This is an optimization exercise on Yosys and OpenROAD, whose aim is small area, a short achievable clock period and few clock cycles per item, not a production implementation.
Function not checked in this run: the RTL went through the layout flow alone.
Power and IR drop assume default switching activity.

### config.mk
export PLATFORM = sky130hd
export DESIGN_NAME = exec_stage
export DESIGN_NICKNAME = exec_stage
export VERILOG_FILES = /design/flow/design.v
export SDC_FILE = /design/flow/constraint.sdc
export NUM_CORES = 4
export LEC_CHECK = 0
export ABC_AREA = 1
export CAP_MARGIN = 20
export CORE_MARGIN = 2
export CORE_UTILIZATION = 40
export SETUP_SLACK_MARGIN = 1.0
export SLEW_MARGIN = 20
### constraint.sdc
create_clock -name core_clock -period 7.0 [get_ports {clk}]
set_input_delay 1.4000 -clock core_clock [delete_from_list [all_inputs] [get_ports {clk}]]
set_output_delay 1.4000 -clock core_clock [all_outputs]
set_load 0.01 [all_outputs]
### design.v
`timescale 1ns/1ps
`default_nettype none
package cpu_pkg;
    localparam int data_width = 32;
    localparam int w_oper     = 3;
    localparam int w_func     = 5;
    localparam int md_cycles  = 32;    
    localparam logic [w_oper-1:0] oper_alus = 3'd0;
    localparam logic [w_oper-1:0] oper_aluu = 3'd1;
    localparam logic [w_oper-1:0] oper_mfhi = 3'd2;
    localparam logic [w_oper-1:0] oper_mflo = 3'd3;
    localparam logic [w_oper-1:0] oper_mthi = 3'd4;
    localparam logic [w_oper-1:0] oper_mtlo = 3'd5;
    localparam logic [w_oper-1:0] oper_mfc0 = 3'd6;
    localparam logic [w_func-1:0] func_none = 5'd0;
    localparam logic [w_func-1:0] func_and  = 5'd1;
    localparam logic [w_func-1:0] func_or   = 5'd2;
    localparam logic [w_func-1:0] func_xor  = 5'd3;
    localparam logic [w_func-1:0] func_nor  = 5'd4;
    localparam logic [w_func-1:0] func_lui  = 5'd5;
    localparam logic [w_func-1:0] func_sll  = 5'd6;
    localparam logic [w_func-1:0] func_srl  = 5'd7;
    localparam logic [w_func-1:0] func_sra  = 5'd8;
    localparam logic [w_func-1:0] func_add  = 5'd9;
    localparam logic [w_func-1:0] func_sub  = 5'd10;
    localparam logic [w_func-1:0] func_slt  = 5'd11;
    localparam logic [w_func-1:0] func_mul  = 5'd12;
    localparam logic [w_func-1:0] func_div  = 5'd13;
    localparam logic [4:0] cp0_badvaddr = 5'd8;
    localparam logic [4:0] cp0_count    = 5'd9;
    localparam logic [4:0] cp0_compare  = 5'd11;
    localparam logic [4:0] cp0_status   = 5'd12;
    localparam logic [4:0] cp0_cause    = 5'd13;
    localparam logic [4:0] cp0_epc      = 5'd14;
endpackage
module bk_adder #(
    parameter int W = 36
) (
    input  logic [W-1:0] x,
    input  logic [W-1:0] y,
    input  logic         cin,
    output logic [W-1:0] s
);
    logic [W:0] g;
    logic [W:0] p;
    logic [W:0] gg;
    logic [W:0] pp;
    always_comb begin
        g[0] = cin;
        p[0] = 1'b0;
        for (int i = 0; i < W; i++) begin
            g[i+1] = x[i] & y[i];
            p[i+1] = x[i] ^ y[i];
        end
        gg = g;
        pp = p;
        for (int d = 1; d <= W; d = d * 2) begin
            for (int i = W; i >= 1; i--) begin
                if (((i / d) % 2) == 1) begin
                    gg[i] = gg[i] | (pp[i] & gg[(i / d) * d - 1]);
                    pp[i] = pp[i] & pp[(i / d) * d - 1];
                end
            end
        end
        for (int i = 0; i < W; i++) begin
            s[i] = p[i+1] ^ gg[i];
        end
    end
endmodule
`default_nettype wire
`timescale 1ns/1ps
`default_nettype none
import cpu_pkg::*;
module sglalu (
    input  logic [w_oper-1:0]     oper,
    input  logic [w_func-1:0]     func,
    input  logic [data_width-1:0] cp0_rt_data,
    input  logic [data_width-1:0] source_a,
    input  logic [data_width-1:0] source_b,
    input  logic [data_width-1:0] hi,
    input  logic [data_width-1:0] lo,
    output logic [data_width-1:0] result,
    output logic                  ov
);
    logic                  is_signed;
    logic                  sub;
    logic [data_width:0]   sum;
    logic                  less;
    logic                  left;
    logic [data_width-1:0] sh_in;
    logic [data_width-1:0] sh_out;
    logic [data_width-1:0] shifted;
    logic                  fill;
    assign is_signed = (oper == oper_alus);
    assign sub       = func[1];
    logic [35:0] sum36;
    bk_adder #(.W(36)) u_add (
        .x   ({3'b0, is_signed & source_a[data_width-1], source_a}),
        .y   ({3'b0, {is_signed & source_b[data_width-1], source_b} ^ {(data_width+1){sub}}}),
        .cin (sub),
        .s   (sum36)
    );
    assign sum = sum36[data_width:0];
    assign less = sum[data_width];
    assign ov = is_signed && ((func == func_add) || (func == func_sub)) &&
                (source_a[data_width-1] == (source_b[data_width-1] ^ sub)) &&
                (sum[data_width-1] != source_a[data_width-1]);
    assign left = (func == func_sll);
    assign fill = (func == func_sra) & source_a[data_width-1];
    always_comb begin
        for (int i = 0; i < data_width; i++) begin
            sh_in[i] = left ? source_a[data_width-1-i] : source_a[i];
        end
    end
    assign sh_out = $signed({fill, sh_in}) >>> source_b[4:0];
    always_comb begin
        for (int i = 0; i < data_width; i++) begin
            shifted[i] = left ? sh_out[data_width-1-i] : sh_out[i];
        end
    end
    always_comb begin
        case (func)
            func_and: begin
                case (oper)
                    oper_mfhi: result = hi;
                    oper_mflo: result = lo;
                    oper_mfc0: result = cp0_rt_data;
                    default:   result = source_a & source_b;
                endcase
            end
            func_or:  result = source_a | source_b;
            func_xor: result = source_a ^ source_b;
            func_nor: result = ~(source_a | source_b);
            func_lui: result = {source_b[15:0], 16'h0000};
            func_sll, func_srl, func_sra: result = shifted;
            func_add, func_sub: result = sum[data_width-1:0];
            func_slt: result = {{(data_width-1){1'b0}}, less};
            default:  result = '0;
        endcase
    end
endmodule
`default_nettype wire
`timescale 1ns/1ps
`default_nettype none
import cpu_pkg::*;
module mulalu (
    input  logic                  clk,
    input  logic                  reset,
    input  logic [w_oper-1:0]     oper,
    input  logic [w_func-1:0]     func,
    input  logic [data_width-1:0] source_a,
    input  logic [data_width-1:0] source_b,
    output logic                  busy,
    output logic [data_width-1:0] hi,
    output logic [data_width-1:0] lo
);
    localparam logic [2:0] st_idle   = 3'd0;
    localparam logic [2:0] st_pre    = 3'd1;
    localparam logic [2:0] st_run    = 3'd2;
    localparam logic [2:0] st_posthi = 3'd3;
    localparam logic [2:0] st_postlo = 3'd4;
    logic [2:0]            state;
    logic [5:0]            pos;       
    logic                  is_div;
    logic                  sgn;
    logic                  neg_a;
    logic                  neg_b;
    logic                  op_sub;
    logic [data_width-1:0] b;
    logic                  start;
    logic                  is_md;
    logic                  s_sgn;
    logic                  negate;
    logic                  e;
    logic [33:0]           bx;
    logic [33:0]           x;
    logic [33:0]           y0;
    logic [33:0]           y1;
    logic [33:0]           cs_s;
    logic [33:0]           cs_c;
    logic                  c0;
    logic [33:0]           s;
    logic                  q;
    logic [32:0]           cmp;
    logic                  skip;
    logic [5:0]            pos_next;
    logic [data_width-1:0] step_hi;
    logic [data_width-1:0] step_lo;
    logic [data_width-1:0] skip_hi;
    logic [data_width-1:0] skip_lo;
    assign busy  = (state != st_idle);
    assign is_md = (func == func_mul) || (func == func_div);
    assign start = is_md && !busy;
    assign s_sgn = (oper != oper_aluu);
    assign negate = (state == st_pre) || (state == st_posthi) || (state == st_postlo);
    assign e      = sgn & hi[data_width-1];
    assign bx     = {{2{sgn & b[data_width-1]}}, b};
    always_comb begin
        if (state == st_pre || state == st_postlo) begin
            x = ~{2'h0, lo};
        end else if (state == st_posthi) begin
            x = ~{2'h0, hi};
        end else if (is_div) begin
            x = {1'b0, hi, lo[data_width-1]};
        end else begin
            x = {{2{e}}, hi};
        end
    end
    assign y0 = negate ? '0 : ((bx & {34{is_div | lo[0]}}) ^ {34{op_sub}});
    assign y1 = (negate | is_div) ? '0 : (({bx[32:0], 1'b0} & {34{lo[1]}}) ^ {34{op_sub}});
    assign c0 = negate | op_sub;
    assign cs_s = x ^ y0 ^ y1;
    assign cs_c = {(x[32:0] & y0[32:0]) | (x[32:0] & y1[32:0]) | (y0[32:0] & y1[32:0]),
                   op_sub & ~negate & ~is_div};
    bk_adder #(.W(34)) u_add (.x(cs_s), .y(cs_c), .cin(c0), .s(s));
    assign q = ~s[data_width];    
    always_comb begin
        if (is_div) begin
            step_hi = q ? s[data_width-1:0] : x[data_width-1:0];
            step_lo = {lo[data_width-2:0], q};
        end else begin
            step_hi = s[data_width+1:2];
            step_lo = {s[1:0], lo[data_width-1:2]};
        end
    end
    bk_adder #(.W(33)) u_cmp (.x({1'b0, hi[23:0], lo[data_width-1:24]}), .y(bx[32:0] ^ {33{op_sub}}), .cin(op_sub), .s(cmp));
    always_comb begin
        if (is_div) begin
            skip    = (hi[data_width-1:24] == '0) && cmp[data_width];
            skip_hi = {hi[23:0], lo[data_width-1:24]};
            skip_lo = {lo[23:0], 8'h00};
        end else begin
            skip    = (lo[7:0] == '0);
            skip_hi = {{8{e}}, hi[data_width-1:8]};
            skip_lo = {hi[7:0], lo[data_width-1:8]};
        end
        skip = skip && (pos[5:3] != 3'd0);
    end
    assign pos_next = pos - (skip ? 6'd8 : is_div ? 6'd1 : 6'd2);
    always_ff @(posedge clk) begin
        if (reset) begin
            state <= st_idle;
        end else begin
            case (state)
                st_idle:   if (start) state <= (s_sgn & source_a[data_width-1]) ? st_pre : st_run;
                st_pre:    state <= st_run;
                st_run:    if (pos_next == 6'd0) state <= (is_div & neg_a) ? st_posthi :
                                                         (is_div & (neg_a ^ neg_b)) ? st_postlo : st_idle;
                st_posthi: state <= (neg_a ^ neg_b) ? st_postlo : st_idle;
                default:   state <= st_idle;
            endcase
        end
    end
    always_ff @(posedge clk) begin
        if (start) begin
            is_div <= (func == func_div);
            sgn    <= s_sgn;
            neg_a  <= s_sgn & source_a[data_width-1];
            neg_b  <= s_sgn & source_b[data_width-1];
            op_sub <= (func == func_div) ? ~(s_sgn & source_b[data_width-1]) :
                                           (s_sgn & source_a[data_width-1]);
            b      <= source_b;
            pos    <= 6'd32;
        end else if (state == st_run) begin
            pos <= pos_next;
        end
    end
    always_ff @(posedge clk) begin
        if (reset) begin
            hi <= '0;
            lo <= '0;
        end else begin
            case (state)
                st_idle: begin
                    if (start) begin
                        hi <= '0;
                        lo <= source_a;
                    end else begin
                        if (oper == oper_mthi) hi <= source_a;
                        if (oper == oper_mtlo) lo <= source_a;
                    end
                end
                st_pre, st_postlo: lo <= s[data_width-1:0];
                st_posthi:         hi <= s[data_width-1:0];
                st_run: begin
                    hi <= skip ? skip_hi : step_hi;
                    lo <= skip ? skip_lo : step_lo;
                end
                default: ;
            endcase
        end
    end
endmodule
`default_nettype wire
`timescale 1ns/1ps
`default_nettype none
`default_nettype wire
`timescale 1ns/1ps
`default_nettype none
import cpu_pkg::*;
module cp0_regs (
    input  logic                  clk,
    input  logic                  reset,
    input  logic                  cp0_write,
    input  logic [4:0]            cp0_addr,
    input  logic [data_width-1:0] cp0_rd_data,
    output logic [data_width-1:0] cp0_rt_data,
    output logic                  timer_irq
);
    logic [data_width-1:0] count;
    logic [data_width-1:0] compare;
    logic [data_width-1:0] status;
    logic [data_width-1:0] epc;
    logic                  compare_ok;
    logic                  status_ok;
    logic                  epc_ok;
    logic                  irq;
    logic                  half_tick;
    logic                  match;
    logic [data_width-1:0] count_inc;
    bk_adder #(.W(data_width)) u_inc (.x(count), .y('0), .cin(1'b1), .s(count_inc));
    assign match     = compare_ok && (count == compare) && (compare != '0);
    assign timer_irq = irq;    
    always_ff @(posedge clk) begin
        if (reset) begin
            count     <= '0;
            compare_ok <= 1'b0;
            status_ok  <= 1'b0;
            epc_ok     <= 1'b0;
            irq       <= 1'b0;
            half_tick <= 1'b0;
        end else begin
            half_tick <= ~half_tick;
            if (cp0_write && cp0_addr == cp0_count) begin
                count <= cp0_rd_data;
            end else if (half_tick) begin
                count <= count_inc;    
            end
            if (cp0_write && cp0_addr == cp0_status) begin
                status_ok <= 1'b1;
            end
            if (cp0_write && cp0_addr == cp0_epc) begin
                epc_ok <= 1'b1;
            end
            if (cp0_write && cp0_addr == cp0_compare) begin
                compare_ok <= 1'b1;
                irq        <= 1'b0;    
            end else if (match) begin
                irq <= 1'b1;
            end
        end
    end
    always_ff @(posedge clk) begin
        if (cp0_write && cp0_addr == cp0_status) begin
            status <= cp0_rd_data;
        end
        if (cp0_write && cp0_addr == cp0_epc) begin
            epc <= cp0_rd_data;
        end
        if (cp0_write && cp0_addr == cp0_compare) begin
            compare <= cp0_rd_data;
        end
    end
    always_comb begin
        case (cp0_addr)
            cp0_count:    cp0_rt_data = count;
            cp0_compare:  cp0_rt_data = compare_ok ? compare : '0;
            cp0_status:   cp0_rt_data = status_ok ? status : '0;
            cp0_cause:    cp0_rt_data = {16'h0000, irq, 15'h0000};
            cp0_epc:      cp0_rt_data = epc_ok ? epc : '0;
            default:      cp0_rt_data = '0;    
        endcase
    end
endmodule
`default_nettype wire
`timescale 1ns/1ps
`default_nettype none
import cpu_pkg::*;
module exec_stage (
    input  logic                  clk,
    input  logic                  reset,
    input  logic [w_oper-1:0]     oper,
    input  logic [w_func-1:0]     func,
    input  logic [data_width-1:0] source_a,
    input  logic [data_width-1:0] source_b,
    input  logic [4:0]            cp0_addr,
    input  logic                  cp0_write,
    output logic [data_width-1:0] result,
    output logic                  ov,
    output logic                  busy,
    output logic                  timer_irq
);
    logic [data_width-1:0] cp0_rt_data;
    logic [data_width-1:0] hi;
    logic [data_width-1:0] lo;
    sglalu u_sglalu (
        .oper        (oper),
        .func        (func),
        .cp0_rt_data (cp0_rt_data),
        .source_a    (source_a),
        .source_b    (source_b),
        .hi          (hi),
        .lo          (lo),
        .result      (result),
        .ov          (ov)
    );
    mulalu u_mulalu (
        .clk      (clk),
        .reset    (reset),
        .oper     (oper),
        .func     (func),
        .source_a (source_a),
        .source_b (source_b),
        .busy     (busy),
        .hi       (hi),
        .lo       (lo)
    );
    cp0_regs u_cp0_regs (
        .clk         (clk),
        .reset       (reset),
        .cp0_write   (cp0_write),
        .cp0_addr    (cp0_addr),
        .cp0_rd_data (source_b),
        .cp0_rt_data (cp0_rt_data),
        .timer_irq   (timer_irq)
    );
endmodule
`default_nettype wire
### run.sh
#!/bin/bash
# synth_recipe.tcl (not shown) runs the flow's synth.tcl, then flattens the netlist and writes it again
# the make line also repeats each setting of config.mk as NAME=value (left out here)
make -C /OpenROAD-flow-scripts/flow DESIGN_CONFIG=/design/flow/config.mk WORK_HOME=/design/flow/orfs CLKGATE_MAP_FILE= SYNTH_SCRIPT=/design/flow/synth_recipe.tcl finish
==> results.sh <==
export IMPL_drive_gt1_frac=0.123
export IMPL_yosys_area_top_type="edfxtp_1"
export IMPL_status="timing/DRC/antenna clean"
export IMPL_ys_warn_count=7
export IMPL_yosysTopAreaCellShare=0.153
export IMPL_coreArea_um2=64300
export IMPL_die_width_um=259
export IMPL_fin_cells=4839
export IMPL_yosys_top_cells_area="edfxtp_1 15%, nand2_1 13%, dfxtp_1 8.5%"
export IMPL_cts_clk_slew_worst_paths_ns=0.06
export IMPL_power_density_nw_per_um2=236
export IMPL_drt_pass1_iterations=6
export IMPL_p_leak_nw=13.6
export IMPL_syn_area_um2=26000
export IMPL_area_growth_pct=17.7
export IMPL_wl_per_cell_um=26.0
export IMPL_hpwl_um=94400
export IMPL_viasPerCell=6.08
export IMPL_die_h_um=259
export IMPL_grt_start_max_net_pins=148
export IMPL_antenna_found_initial=5
export IMPL_io_pins=115
export IMPL_synth_nets=4139
export IMPL_cp_end_kind="primary output"
export IMPL_fmax_mhz=164
export IMPL_cts_buffers=26
export IMPL_slew_headroom=0.253
export IMPL_synth_async_sr_flop_share=0
export IMPL_rsz0062_at_grt="yes"
export IMPL_maxCapViolations=0
export IMPL_drv_slew=0
export IMPL_arrival_ns=4.71
export IMPL_num_rows=93
export IMPL_skew_ns=0.0139
export IMPL_worst_pin_slew_ns=1.12
export IMPL_gp_congestion=1.02
export IMPL_grt_pass1_vias=26800
export IMPL_ys_seq_area_frac=0.238
export IMPL_final_util=0.476
export IMPL_period_share=0.872
export IMPL_fp_dieArea_um2=67100
export IMPL_hold_violations=0
export IMPL_final_nets=4249
export IMPL_ys_flop_type="edfxtp_1"
export IMPL_clkSinkCount=243
export IMPL_worstHoldPathCells=2
export IMPL_clock_path_buffers=3
export IMPL_vdd_ir_drop_worst_mv=0.174
export IMPL_ant_nets=0
export IMPL_avgSynthCellArea_um2=6.76
export IMPL_yosys_register_bits=243
export IMPL_start_util=0.404
export IMPL_grt_pass1_wl_um=180000
export IMPL_syn_inst=3849
export IMPL_cts_htree_levels=1
export IMPL_drc=0
export IMPL_tns_ns=0
export IMPL_crit_required_ns=5.60
export IMPL_crit_type="input pin to primary output"
export IMPL_finalSetupViolations=0
export IMPL_dp_cells=4742
export IMPL_grt_usage=0.360
export IMPL_drt_wl_total_um=126000
export IMPL_cts_root_buf="clkbuf_16"
export IMPL_grt_ovfl_total=0
export IMPL_min_period_ns=6.11
export IMPL_vias=29400
export IMPL_reg2reg_depth=28
export IMPL_synth_distinct_cells=61
export IMPL_hold_path_class="flip-flop to flip-flop"
export IMPL_drtIter0Drc=3672
export IMPL_crit_path_max_fanout=5
export IMPL_numPortBuffers=114
export IMPL_cp_start_kind="input pin"
export IMPL_synth_edf_count=133
export IMPL_insertion_delay_ns=0.57
export IMPL_cts_tree="built"
==> metal layers <==
layer	GRT usage	wire, um	vias up
li1	-	-	13400
met1	0.469	49100	13700
met2	0.549	53400	1871
met3	0.0680	13200	426
met4	0.222	9850	2
met5	0	13	-
==> state kept, by name, summed over array words and instances (netlist names), 3 cells and up <==
register	count
u_mulalu.pos	6
u_mulalu.hi	32
u_mulalu.state	3
u_cp0_regs.status	32
u_mulalu.b	32
u_cp0_regs.epc	32
u_cp0_regs.count	32
u_cp0_regs.compare	32
u_mulalu.lo	32
==> final timing paths <==
kind / startpoint / endpoint / slack (ns)
setup / recovery: source_b[11] / result[31] / 0.89
hold / removal: u_mulalu.pos[0] / u_mulalu.pos[0] / 0.46
setup reg to reg: u_mulalu.is_div / u_mulalu.hi[31] / 1.20
hold reg to reg: u_mulalu.pos[0] / u_mulalu.pos[0] / 0.46
==> logic make-up (layout without fill, tap and decap cells) <==
| logic type | after synthesis | after routing | share of synthesized area |
|---|---|---|---|
| simple gates | 1681 | 1681 | 0.280 |
| compound gates | 871 | 871 | 0.205 |
| buf+inv | 672 | 802 | 0.103 |
| flops | 243 | 243 | 0.238 |
| fa+ha+maj | 210 | 210 | 0.114 |
| xor+xnor | 164 | 164 | 0.0552 |
| mux | 8 | 8 | 0.00404 |
| other cells | 0 | 5 | 0 |
==> worst max-delay path: stages <==
cell	delay, ns
clkdlybuf4s50_1	0.53
xor2_1	0.29
ha_4	0.20
nand2_1	0.07
nor2_2	0.17
nand2_1	0.07
nor2_1	0.13
nand2_2	0.07
nand3_2	0.10
nand3_2	0.10
nand2_2	0.07
nand2_2	0.07
nand2_4	0.12
fa_2	0.47
a221oi_2	0.24
o211ai_1	0.14
a21oi_2	0.20
nand3_1	0.12
buf_6	0.14
==> layout by cell type (no fill, tap or decap), types with 29 or more instances in the layout <==
master,count
clkbuf_16,31
nand4_1,111
edfxtp_1,133
ha_1,158
buf_4,181
fa_1,43
clkdlybuf4s50_1,60
o21ai_2,40
o22ai_1,29
o221ai_1,50
xor2_1,124
nor2_1,212
nand3_1,341
a21oi_1,212
a221oi_1,33
o21ai_1,63
inv_1,404
dfxtp_1,110
o21ai_0,249
o2111ai_1,44
nand2_1,876
o211ai_1,53
==> Yosys cell counts, drive strengths merged (2+ instances only) <==
cell	n
xnor2	29
o21a	8
clkbuf	153
a21boi	3
ha	165
or2	25
a221oi	44
nand2	902
inv	424
o31ai	3
nand4	111
nor3	28
a21oi	226
nand3b	9
a31oi	21
o21ai	355
a22oi	4
o21bai	3
a21o	3
nor4	16
xor2	135
buf	88
dfxtp	110
fa	45
o2111ai	45
a211oi	7
edfxtp	133
nand3	353
clkinv	7
o211ai	60
o221ai	50
a22o	2
nor2	236
mux2i	8
o22ai	32
==> timing repair <==
action                                  in CTS  in global routing
pin swaps                                   39                 56
setup buffers                                8                 27
endpoints found under the hold margin        0                  0
gates resized for setup                    131                137
gates cloned                                 1                  6
hold buffers                                 0                  0
endpoints found under the setup margin      47                 65
==> per-stage QoR <==
step                      hold slack [ns]  instance area, um2  setup WS, ns  total power [mW]
after detailed placement            0.453               28600        -0.155              5.42
after global placement              0.450               28600        -0.143              5.42
after CTS                           0.463               29900         0.837              6.96
after global routing                0.506               30600         0.761              7.56
after floorplan                     0.441               26000          1.00              4.07
final                               0.462               30600         0.894              7.23
==> layout make-up <==
type,count,area [um2]
Fill cell,6612,33700
Multi-Input combinational cell,2934,17800
Sequential cell,243,6200
Timing Repair Buffer,323,2980
Inverter,431,1630
Tap cell,855,1070
Clock buffer,31,689
Clock inverter,17,218
Antenna cell,5,12.5
==> where the power goes <==
part | switching, mW | leakage (nW) | internal (mW)
Sequential | 0.194 | 2.10 | 1.61
Combinational | 2.70 | 11.1 | 1.21
Clock | 0.648 | 0.437 | 0.860

[afterwards: timing with drivers on the ports]
How much do the figures lean on ideal ports? The routed layout below was timed once more, with nothing changed but the port constraints. Step 1: set_driving_cell puts a clkbuf_16 on clk and a buf_2 on each other input, an assumption about the parent block. Step 2 also shifts input and output timing later by t, the mid clock arrival at the registers, as if the neighbouring blocks saw the same clock. Slacks: ideal / step 1 / step 2; pairs: ideal / step 1.
t, ns: 0.627
slack for setup (ns): 0.894 / 0.656 / 0.656
worst hold slack (ns): 0.462 / 0.462 / 0.462
After both steps this run still meets setup and hold. The setup slack of this run moves by -0.238 ns with the drivers and by -0.238 ns with both steps.
